Background: an optimization exercise with open tools, aiming at small area. Do not read the settings as production practice. In this exercise RTL edits were held to simulation tests only and were not proved equivalent to the original. No activity file was given, so power comes from the tool's default toggle rates.

// regfile_scoreboard
module regfile_scoreboard #(
   parameter bit BYPASS_EN  = 1'b1,
   parameter bit RESET_ZERO = 1'b1
) (
   input  logic        clk_i,
   input  logic        rst_ni,
   input  logic [4:0]  rf_waddr_WB_i,
   input  logic [31:0] rf_wdata_WB_i,
   input  logic        rf_we_WB_i,
   input  logic [4:0]  rf_raddr_a_i,
   input  logic [4:0]  rf_raddr_b_i,
   input  logic        rf_re_a_i,
   input  logic        rf_re_b_i,
   output logic [31:0] rf_rdata_a_o,
   output logic [31:0] rf_rdata_b_o,
   input  logic        ld_issue_i,
   input  logic [4:0]  ld_rd_i,
   output logic        stall_o,
   output logic [31:0] busy_o
);
   logic [31:0] regs [1:31];
   logic [31:1] valid_q;
   logic [31:1] busy_q;
   logic [31:1] wsel;
   logic [31:1] lsel;
   logic [31:1] wsel_n;
   logic [31:1] asel;
   logic [31:1] bsel;
   logic        hit_a;
   logic        hit_b;
   logic [31:0] rdata_a;
   logic [31:0] rdata_b;
   always_comb begin
      for (int i = 1; i < 32; i++) begin
         wsel[i] = rf_we_WB_i && (rf_waddr_WB_i == 5'(i));
         wsel_n[i] = !rf_we_WB_i || (rf_waddr_WB_i != 5'(i));
         lsel[i] = ld_issue_i && (ld_rd_i == 5'(i));
         asel[i] = (rf_raddr_a_i == 5'(i));
         bsel[i] = (rf_raddr_b_i == 5'(i));
      end
   end
   assign hit_a = BYPASS_EN && rf_we_WB_i && (rf_waddr_WB_i == rf_raddr_a_i) && (rf_raddr_a_i != 5'd0);
  ...
==> flow/config.mk <==
export PLATFORM = sky130hd
export DESIGN_NAME = regfile_scoreboard
export DESIGN_NICKNAME = regfile_scoreboard
export VERILOG_FILES = /design/flow/design.v
export SDC_FILE = /design/flow/constraint.sdc
export NUM_CORES = 4
export LEC_CHECK = 0
export CAP_MARGIN = 10
export CELL_PAD_IN_SITES_DETAIL_PLACEMENT = 1
export CELL_PAD_IN_SITES_GLOBAL_PLACEMENT = 2
export CORE_MARGIN = 2
export CORE_UTILIZATION = 50
export CTS_BUF_LIST = sky130_fd_sc_hd__clkbuf_4 sky130_fd_sc_hd__clkbuf_8
export PLACE_DENSITY = 0.6
export SLEW_MARGIN = 10
export SYNTH_HIERARCHICAL = 1
==> flow/constraint.sdc <==
create_clock -name core_clock -period 6.5 [get_ports {clk_i}]
set_input_delay 1.3000 -clock core_clock [delete_from_list [all_inputs] [get_ports {clk_i}]]
set_output_delay 1.3000 -clock core_clock [all_outputs]
set_load 0.01 [all_outputs]
standard.sh (not shown) runs the stock make flow with config.mk's settings and CLKGATE_MAP_FILE= SYNTH_SCRIPT=/design/flow/synth_recipe.tcl, a recipe that flattens the netlist after the stock synthesis.
==> flow/flow/run.sh <==
#!/bin/bash
cp standard.sh standard_sh.txt
export BUFFER_PORTS_ARGS="-buffer_cell sky130_fd_sc_hd__buf_1"
export CTS_ARGS="-sink_clustering_enable -repair_clock_nets -dont_use_dummy_load -buf_list {sky130_fd_sc_hd__clkbuf_4 sky130_fd_sc_hd__clkbuf_8} -sink_clustering_size 16 -sink_clustering_max_diameter 64"
export FASTROUTE_TCL="$PWD/flow/fastroute.tcl"
bash standard.sh > standard.log 2>&1
==> flow/flow/fastroute.tcl <==
# Global routing layers as the platform sets them, but with less of met1 and
# met2 offered to the global router: most of met1 is taken by the cells' own
# shapes and pin access, so signal wiring is pushed up to met3 and met4.
set_global_routing_layer_adjustment met1 0.6
set_global_routing_layer_adjustment met2 0.35
set_global_routing_layer_adjustment met3-$::env(MAX_ROUTING_LAYER) 0.2

set_routing_layers -clock $::env(MIN_CLK_ROUTING_LAYER)-$::env(MAX_ROUTING_LAYER)
set_routing_layers -signal $::env(MIN_ROUTING_LAYER)-$::env(MAX_ROUTING_LAYER)
==> next run, changes <==
==> flow/flow/run.sh (replaced) <==
#!/bin/bash
cp standard.sh standard_sh.txt
export BUFFER_PORTS_ARGS="-buffer_cell sky130_fd_sc_hd__buf_1"
export CTS_ARGS="-sink_clustering_enable -repair_clock_nets -dont_use_dummy_load -buf_list {sky130_fd_sc_hd__clkbuf_4 sky130_fd_sc_hd__clkbuf_8} -sink_clustering_size 14 -sink_clustering_max_diameter 60"
export FASTROUTE_TCL="$PWD/flow/fastroute.tcl"
bash standard.sh > standard.log 2>&1
Settings changed: CAP_MARGIN 10 to 20, CORE_UTILIZATION 50 to 45, PLACE_DENSITY 0.6 to 0.55, SLEW_MARGIN 10 to 20.
Maximum frequency stays flat; setup slack is better by 0.0089 ns; design area increases by 0.75%; flip-flop and latch count does not change; die area increases by 11%; routed wire length decreases by 0.47%; final cell count increases by 2.5%; via count decreases by 1.3%.

## v6
Starting RTL as in the previous note.
export LEC_CHECK = 0
export CAP_MARGIN = 10
export CELL_PAD_IN_SITES_DETAIL_PLACEMENT = 1
export CELL_PAD_IN_SITES_GLOBAL_PLACEMENT = 2
export CORE_MARGIN = 2
export CORE_UTILIZATION = 55
export CTS_BUF_LIST = sky130_fd_sc_hd__clkbuf_4 sky130_fd_sc_hd__clkbuf_8
export PLACE_DENSITY = 0.65
export SLEW_MARGIN = 10
export SYNTH_HIERARCHICAL = 1
create_clock -name core_clock -period 6.5 [get_ports {clk_i}]
==> flow/flow/run.sh <==
#!/bin/bash
cp standard.sh standard_sh.txt
export BUFFER_PORTS_ARGS="-buffer_cell sky130_fd_sc_hd__buf_1"
export CTS_ARGS="-sink_clustering_enable -repair_clock_nets -dont_use_dummy_load -buf_list {sky130_fd_sc_hd__clkbuf_4 sky130_fd_sc_hd__clkbuf_8} -sink_clustering_size 16 -sink_clustering_max_diameter 64"
export FASTROUTE_TCL="$PWD/flow/fastroute.tcl"
bash standard.sh > standard.log 2>&1
Scripts as last shown in full above: flow/flow/fastroute.tcl
For v7, these inputs were changed with respect to v6:
Settings: a change of CORE_UTILIZATION from 55 to 45; a change of PLACE_DENSITY from 0.65 to 0.55; a change of CAP_MARGIN from 10 to 20; a change of SLEW_MARGIN from 10 to 20.
==> flow/flow/run.sh <==
#!/bin/bash
cp standard.sh standard_sh.txt
export BUFFER_PORTS_ARGS="-buffer_cell sky130_fd_sc_hd__buf_1"
export CTS_ARGS="-sink_clustering_enable -repair_clock_nets -dont_use_dummy_load -buf_list {sky130_fd_sc_hd__clkbuf_4 sky130_fd_sc_hd__clkbuf_8} -sink_clustering_size 12 -sink_clustering_max_diameter 50"
export FASTROUTE_TCL="$PWD/flow/fastroute.tcl"
bash standard.sh > standard.log 2>&1
v7 against v6: xor/xnor cell area share of the yosys netlist held, total power +6.1%, non-clock buffer count shows an increase of 13, number of nets in the layout now sits higher.
v7 ends up with a post-layout worst setup margin that is 13 ps higher than in v6.
Diff v6 -> v7: core occupancy in the finished layout went down; routed wire length grew by 2.4 mm; hold slack saw a decrease; number of global-route vias before repair shows a reduction of 4.0%; initial core utilization lower.
sky130_fd_sc_hd__nor3_4 as the standard cell with the maximum stage delay on the critical path was reported by v6, and sky130_fd_sc_hd__or3_1 by v7.

-- static timing again, ports no longer ideal --
Ports are ideal in the flow. The routed layouts listed here were re-timed in OpenROAD. Step 1 sets driving cells, clkbuf_16 on the clock port and buf_2 on the other inputs (assumed; they add their load-dependent delay and slew). Step 2 also shifts input and output timing later by t, the mid clock arrival at the registers, as if the neighbouring blocks saw the same clock. Slacks: ideal / step 1 / step 2; pairs: ideal / step 1.
run | t (ns) | setup WS [ns] | worst setup path at the end | slew at the worst register clock pin (ns)
the first run of note 1 | 0.797 | 0.093 / 0.069 / 0.069 | input to output | 0.11 / 0.11
the second run of note 1 | 0.837 | 0.102 / 0.075 / 0.075 | input to output | 0.10 / 0.10
v6 | 0.819 | 0.155 / 0.125 / 0.125 | input to output | 0.11 / 0.11
v7 | 0.885 | 0.168 / 0.138 / 0.138 | input to output | 0.08 / 0.08
After both steps every run listed still meets setup and hold.
